What follows belongs to an exercise in optimizing a design on an open flow for small area, a short achievable clock period and few clock cycles per item; a production flow would make more cautious choices. Only the layout flow was run in this run; the RTL was not checked for function there. Power is estimated from default activity; no workload was simulated.

==> flow/design.v <==
`default_nettype none
package kmpss_pkg;
	localparam int unsigned MAX_PATTERN_DEF    = 64;
	localparam int unsigned POSITION_WIDTH_DEF = 32;
	localparam logic [1:0] STAT_BUSY     = 2'd0;
	localparam logic [1:0] STAT_FOUND    = 2'd1;
	localparam logic [1:0] STAT_NOTFOUND = 2'd2;
	localparam logic [1:0] STAT_OVERFLOW = 2'd3;
	localparam logic [1:0] SRCH_FRESH    = 2'd3;
endpackage
`default_nettype wire
`default_nettype none
module kmp_substring_search_core #(
	parameter int unsigned MAX_PATTERN    = kmpss_pkg::MAX_PATTERN_DEF,
	parameter int unsigned POSITION_WIDTH = kmpss_pkg::POSITION_WIDTH_DEF
) (
	input  wire logic        clk,
	input  wire logic        arst_n,
	input  wire logic        s_tvalid,
	output logic             s_tready,
	input  wire logic [7:0]  s_tdata,   
	input  wire logic [1:0]  s_tuser,   
	input  wire logic        s_tlast,
	output logic             m_tvalid,
	input  wire logic        m_tready,
	output logic [39:0]      m_tdata    
);
	localparam int unsigned N  = MAX_PATTERN;
	localparam int unsigned LW = $clog2(N + 1);
	localparam int unsigned PW = POSITION_WIDTH;
	logic          iv_q;
	logic          ifunc_q;
	logic          ifirst_q;
	logic          ilast_q;
	logic [7:0]    ibyte_q;
	logic          rdy_q;
	logic          en_q;        
	logic          qen_q;       
	logic [PW-1:0] pos_q;       
	logic [8*N-1:0] q_q;         
	logic [N-1:1]   a_q;
	logic [LW-1:0]  len_q;
	logic [1:0]     st_q;
	logic [PW-1:0]  d_q;
	logic          ov_q;
	logic [1:0]    ostat_q;
	logic          o2v_q;
	logic [1:0]    o2stat_q;
	logic          rs;
	logic [1:0]    s_eff;
	logic          full;
	logic [N:0]    t;
	logic [N-1:0]  eq;
	logic [N:1]    a_eff;
	logic [N-1:1]  a_nxt;
	logic          found;
	logic [1:0]    res;
	logic          en;
	logic          acc;
	logic          pop;
	logic          iv_n;
	logic          ifunc_n;
	logic          ifirst_n;
	logic [1:0]    st_n;
	logic          ov_n;
	logic [1:0]    ostat_n;
	logic          o2v_n;
	logic [1:0]    o2stat_n;
	logic          fp_n;
	logic          en_n;
	logic [LW-1:0] len_n;
	logic          full_n;
	logic [PW-1:0] d_n;
	always_comb begin
		rs    = ifirst_q || (st_q == kmpss_pkg::SRCH_FRESH);
		s_eff = rs ? kmpss_pkg::STAT_BUSY : st_q;
		full  = !ifirst_q && (len_q == LW'(N));
		for (int k = 0; k <= N; k++) begin
			t[k] = (LW'(k) >= len_q);
		end
		for (int k = 0; k < N; k++) begin
			eq[k] = (ibyte_q == q_q[8*k +: 8]);
		end
		for (int k = 1; k < N; k++) begin
			a_eff[k] = rs ? t[k] : a_q[k];
		end
		a_eff[N] = 1'b1;
		for (int k = 1; k < N; k++) begin
			a_nxt[k] = t[k] || (a_eff[k+1] && eq[k]);
		end
		found = a_eff[1] && eq[0];
		if (!ifunc_q) begin
			res = full ? kmpss_pkg::STAT_OVERFLOW : kmpss_pkg::STAT_BUSY;
			st_n = kmpss_pkg::SRCH_FRESH;
		end else begin
			if (s_eff != kmpss_pkg::STAT_BUSY) begin
				res = s_eff;
			end else if (len_q == '0 || found) begin
				res = kmpss_pkg::STAT_FOUND;
			end else if (ilast_q) begin
				res = kmpss_pkg::STAT_NOTFOUND;
			end else begin
				res = kmpss_pkg::STAT_BUSY;
			end
			st_n = res;
		end
		en  = en_q;
		acc = s_tvalid && rdy_q;
		pop = ov_q && m_tready;
		if (!en) begin
			st_n = st_q;
		end
		ov_n     = ov_q;
		ostat_n  = ostat_q;
		o2v_n    = o2v_q;
		o2stat_n = o2stat_q;
		if (pop || !ov_q) begin
			if (o2v_q) begin
				ov_n    = 1'b1;
				ostat_n = o2stat_q;
				o2v_n   = 1'b0;
			end else begin
				ov_n = en;
				if (en) begin
					ostat_n = res;
				end
			end
		end else if (en) begin
			o2v_n    = 1'b1;
			o2stat_n = res;
		end
		iv_n     = acc || (iv_q && !en);
		ifunc_n  = acc ? s_tuser[0] : ifunc_q;
		ifirst_n = acc ? s_tuser[1] : ifirst_q;
		fp_n = (ov_n && ostat_n == kmpss_pkg::STAT_FOUND) ||
		       (o2v_n && o2stat_n == kmpss_pkg::STAT_FOUND);
		en_n = iv_n && !o2v_n &&
		       !(ifunc_n && (ifirst_n || st_n == kmpss_pkg::SRCH_FRESH) && fp_n);
		len_n = len_q;
		if (en && !ifunc_q && !full) begin
			len_n = ifirst_q ? LW'(1) : len_q + LW'(1);
		end
		full_n = !ifirst_n && (len_n == LW'(N));
		d_n = d_q;
		if (en && ifunc_q && s_eff == kmpss_pkg::STAT_BUSY) begin
			if (len_q == '0) begin
				d_n = '0;
			end else if (rs) begin
				d_n = PW'(1) - PW'(len_q);
			end else begin
				d_n = d_q + PW'(1);
			end
		end
	end
	always_ff @(posedge clk or negedge arst_n) begin
		if (!arst_n) begin
			iv_q   <= 1'b0;
			rdy_q  <= 1'b0;
			ov_q   <= 1'b0;
			o2v_q  <= 1'b0;
			st_q   <= kmpss_pkg::SRCH_FRESH;
			len_q  <= '0;
			en_q   <= 1'b0;
			qen_q  <= 1'b0;
		end else begin
			iv_q  <= iv_n;
			rdy_q <= !iv_n || en_n;
			ov_q  <= ov_n;
			o2v_q <= o2v_n;
			st_q  <= st_n;
			len_q <= len_n;
			en_q  <= en_n;
			qen_q <= en_n && !ifunc_n && !full_n;
		end
	end
	always_ff @(posedge clk) begin
		if (acc) begin
			ifunc_q  <= s_tuser[0];
			ifirst_q <= s_tuser[1];
			ilast_q  <= s_tlast;
			ibyte_q  <= s_tdata;
		end
		ostat_q  <= ostat_n;
		pos_q    <= (ostat_n == kmpss_pkg::STAT_FOUND) ? d_n : '0;
		d_q      <= d_n;
		o2stat_q <= o2stat_n;
		if (qen_q) begin
			q_q <= {q_q[8*N-9:0], ibyte_q};
		end
		if (en) begin
			if (ifunc_q) begin
				a_q <= a_nxt;
			end
		end
	end
	assign s_tready = rdy_q;
	assign m_tvalid = ov_q;
	assign m_tdata  = {6'b0, pos_q, ostat_q};
endmodule
`default_nettype wire
==> flow/run.sh <==
#!/bin/bash
# synth_recipe.tcl (not shown) runs the flow's synth.tcl, then flattens the netlist and writes it again
# the make line also repeats each setting of config.mk as NAME=value (left out here)
make -C /OpenROAD-flow-scripts/flow DESIGN_CONFIG=/design/flow/config.mk WORK_HOME=/design/flow/orfs CLKGATE_MAP_FILE= SYNTH_SCRIPT=/design/flow/synth_recipe.tcl finish
==> flow/config.mk <==
export PLATFORM = sky130hd
export DESIGN_NAME = kmp_substring_search_core
export DESIGN_NICKNAME = kmp_substring_search_core
export VERILOG_FILES = /design/flow/design.v
export SDC_FILE = /design/flow/constraint.sdc
export NUM_CORES = 4
export LEC_CHECK = 0
export ABC_AREA = 1
export CAP_MARGIN = 20
export CORE_MARGIN = 2
export CORE_UTILIZATION = 65
export PLACE_DENSITY = 0.75
export SETUP_SLACK_MARGIN = 3.8
export SLEW_MARGIN = 20
==> flow/constraint.sdc <==
create_clock -name core_clock -period 6.0 [get_ports {clk}]
set_input_delay 1.2000 -clock core_clock [delete_from_list [all_inputs] [get_ports {clk}]]
set_output_delay 1.2000 -clock core_clock [all_outputs]
set_load 0.01 [all_outputs]
==> run notes <==
die area 47000 sq um; most frequent cells in the layout edfxtp_1 (584), xnor2_1 (249), nand2_1 (216), xor2_1 (203), inv_1 (115); initial antenna violation count 3; fmax 428 MHz; root buffer selected by CTS clkbuf_16; Crit Reg-Reg Startpoint ibyte_q[6]; GR peak layer met2; fin. max-slew vios 0; vias per cell 6.22; Unique masters post-synth 60; cell row count 77; Setup CP Type reg -> out; setup TNS 0 ns; Levels on crit path 1; fraction of layout cells with a size suffix above 1 23.7%; Seq/Total Area, Yosys 65.7%; worst path cell trace buf_6; Reg area 19400 sq um; period utilization 38.9%; Hold WC Path Type reg -> reg; via total after detailed routing 19400; DP Cell Count 2862; asr flop ratio synth 2.24%; Critical Path AT 1.13 ns; Initial Utilization 66.2%; flops & latches, synth 669; Boundary Pins 57; WL final 80.6 mm; worst-skew pair later-pin latency 0.62 ns; synthesized area 29400 sq um; crit start category register; largest net degree at the start of global routing 105; Post-Synthesis Cells 2290; Post-DRT Antenna Nets 0; Die Wd 217 um; Final Hold Vio Count 0; drt pass-1 iters 5; Longest Clk Path Bufs 3; YS warnings 1; DP HPWL 43.5 mm; Reg clk slew, reported paths 0.06 ns; RePlAce Congestion 0.930; final setup fails 0; total track usage 33.9%; total global routing overflow 0; max incr delay on CP 0.40 ns; Post-route DRC 0; met1 usage 46.2%; crit path max-delay cell type dfrtp_1; Multi-input gate area 9910 sq um; number of synthesized flops with an enable pin 584; final non-filler cell total 3129; Synth Flop Type edfxtp_1; met3 usage 7.37%; TritonCTS clock tree done; met2 usage 54.4%; maxcap violations 0; DRT iter0 DRCs 2247; H-tree lvl count 3; Critical Path Source rdy_q; worst setup slack after layout 3.67 ns; total CTS buffers 69; Nets 2510; Worst Setup End Kind primary output; FF-to-FF path depth 19; status no timing/DRC/antenna violations; Slew headroom 47.7%; most common cell after layout, fill and taps aside edfxtp_1; global-route wire length before repair 117 mm; clock sinks 669; worst vdd ir 430 uV; PD cells 483 nW/um^2; Worst Clk Skew 0.0218 ns; family with the most delay on the worst path flip-flops; RSZ-0062 raised after global routing yes; Req. time, crit path 4.80 ns; Syn Area/Cell 12.8 sq um; core area 44400 sq um; final core utilization 79.6%; Layout area overhead 20.3%; Placed Instance Area 30400 sq um; Lkg Pwr 11.9 nW; Die Ht 217 um; antenna fix cells 0; CP Buf/Inv Count 1; Filler cells 2502; # hold bufs at CTS 0; vias in the first global route 19000; post-DR wirelength/cell 25.8 um; Final Cell Area 35400 sq um; Reg2Reg Setup Slack 3.71 ns; critical path endpoint s_tready; Least-Margin Pin Slew 0.782 ns; fin crit period 2.33 ns; FF-to-FF End rdy_q; Critical Path Fanout Max 2; Buffers on Ports 50; Setup WS pre-CTS 2.73 ns
## state kept, by name, summed over array words and instances, names as in the netlist
| register | count |
|---|---|
| a_q | 63 |
| ifirst_q | 1 |
| ostat_q | 2 |
| ifunc_q | 1 |
| o2stat_q | 2 |
| ilast_q | 1 |
| d_q | 32 |
| ibyte_q | 8 |
| pos_q | 32 |
| rdy_q | 1 |
| st_q | 2 |
| q_q | 512 |
| iv_q | 1 |
| en_q | 1 |
| ov_q | 1 |
| qen_q | 1 |
| o2v_q | 1 |
| len_q | 7 |
## cell families after synthesis
kind of cell	Yosys count	share of synthesized area [%]
XOR/XNOR	454	13.5
multiplexers	4	0.136
adder cells (fa/ha/maj)	10	0.425
flip-flops	669	65.7
other	1	0.0128
AO/OA/AOI/OAI	249	5.54
AND/OR/NAND/NOR	655	11.1
buffers and inverters	248	3.60
## routing by layer
metal	part of all wire [%]	wire (um)	vias up
met3	9.6	7750	187
met5	0.012	10	-
met1	39	31700	9768
li1	-	-	8492
met4	3.5	2860	2
met2	48	38300	999
## timing repair
action,CTS,global route
setup endpoints to repair,577,328
hold endpoints to repair,0,0
pin swaps,39,51
setup buffers,77,44
gates resized for setup,327,151
gates cloned,21,2
## synth_stat cells (all sizes together) (14+ instances only)
cell	count	area, sq um
o21ai	75	387
nor4	52	332
inv	151	569
o41ai	14	123
or2	56	350
buf	68	382
o2111ai	15	131
edfxtp	584	17500
nor2	142	689
nand3	30	150
xnor2	251	2200
clkbuf	29	109
nand2	260	1020
xor2	203	1780
nor3	26	151
a21oi	53	273
a22oi	26	210
dfxtp	70	1400
nand4	84	532
## worst register-to-register path, delay by kind of cell (launching register included)
kind	cells	cell delay (ns)
flip-flops	1	0.47
buffers and inverters	1	0.19
AND/OR/NAND/NOR	18	1.52
## layout make-up
class | count | area share, %
Timing Repair Buffer | 207 | 6.78
Multi-Input combinational cell | 1382 | 28.0
Sequential cell | 669 | 54.8
Timing Repair inverter | 5 | 0.117
Tap cell | 592 | 2.09
Clock inverter | 31 | 0.909
Clock buffer | 92 | 5.30
Inverter | 151 | 1.99
## worst min-delay path by stage
stage / start / endpoint / slack [ns] / depth (start not counted)
2_1_floorplan: ibyte_q[0] / q_q[0] / 0.42 / 0
3_3_place_gp: q_q[392] / q_q[400] / 0.45 / 0
3_5_place_dp: q_q[356] / q_q[364] / 0.45 / 0
4_1_cts: q_q[405] / q_q[413] / 0.46 / 0
5_1_grt: q_q[340] / q_q[348] / 0.47 / 0
6_report: q_q[375] / q_q[383] / 0.46 / 0
## through the flow
stage / total power, mW / hold slack, ns
global route: 17.7 / 0.467
detailed placement: 11.3 / 0.452
finish: 17.1 / 0.464
global placement: 11.2 / 0.446
floorplan: 10.2 / 0.421
CTS: 16.6 / 0.464
## power by group
group	internal [mW]	leakage [nW]	total (mW)	switching [mW]
Clock	2.46	1.07	4.24	1.77
Sequential	6.66	5.60	7.52	0.859
Combinational	2.03	5.22	5.31	3.28

[what the ideal ports hide]
The results above use ideal ports. As a check the final layout listed here was re-extracted and re-timed, cells and wires unchanged. Step 1, drivers: a clkbuf_16 drives clk and a buf_2 each remaining input, both assumed. Step 2, shift: input delay + t, output delay - t, t = (earliest + latest rising clock arrival at the registers) / 2. This alone moves slack from input paths to output paths. Slacks: no drivers / after step 1 / after step 2; pairs: no drivers / after step 1.
t, ns: 0.667
setup WS [ns]: 3.666 / 3.602 / 3.171
worst setup path at the end: input to register
After both steps this run still meets setup and hold. For this run, drivers alone change the setup slack by -0.064 ns; drivers and shift together by -0.495 ns.
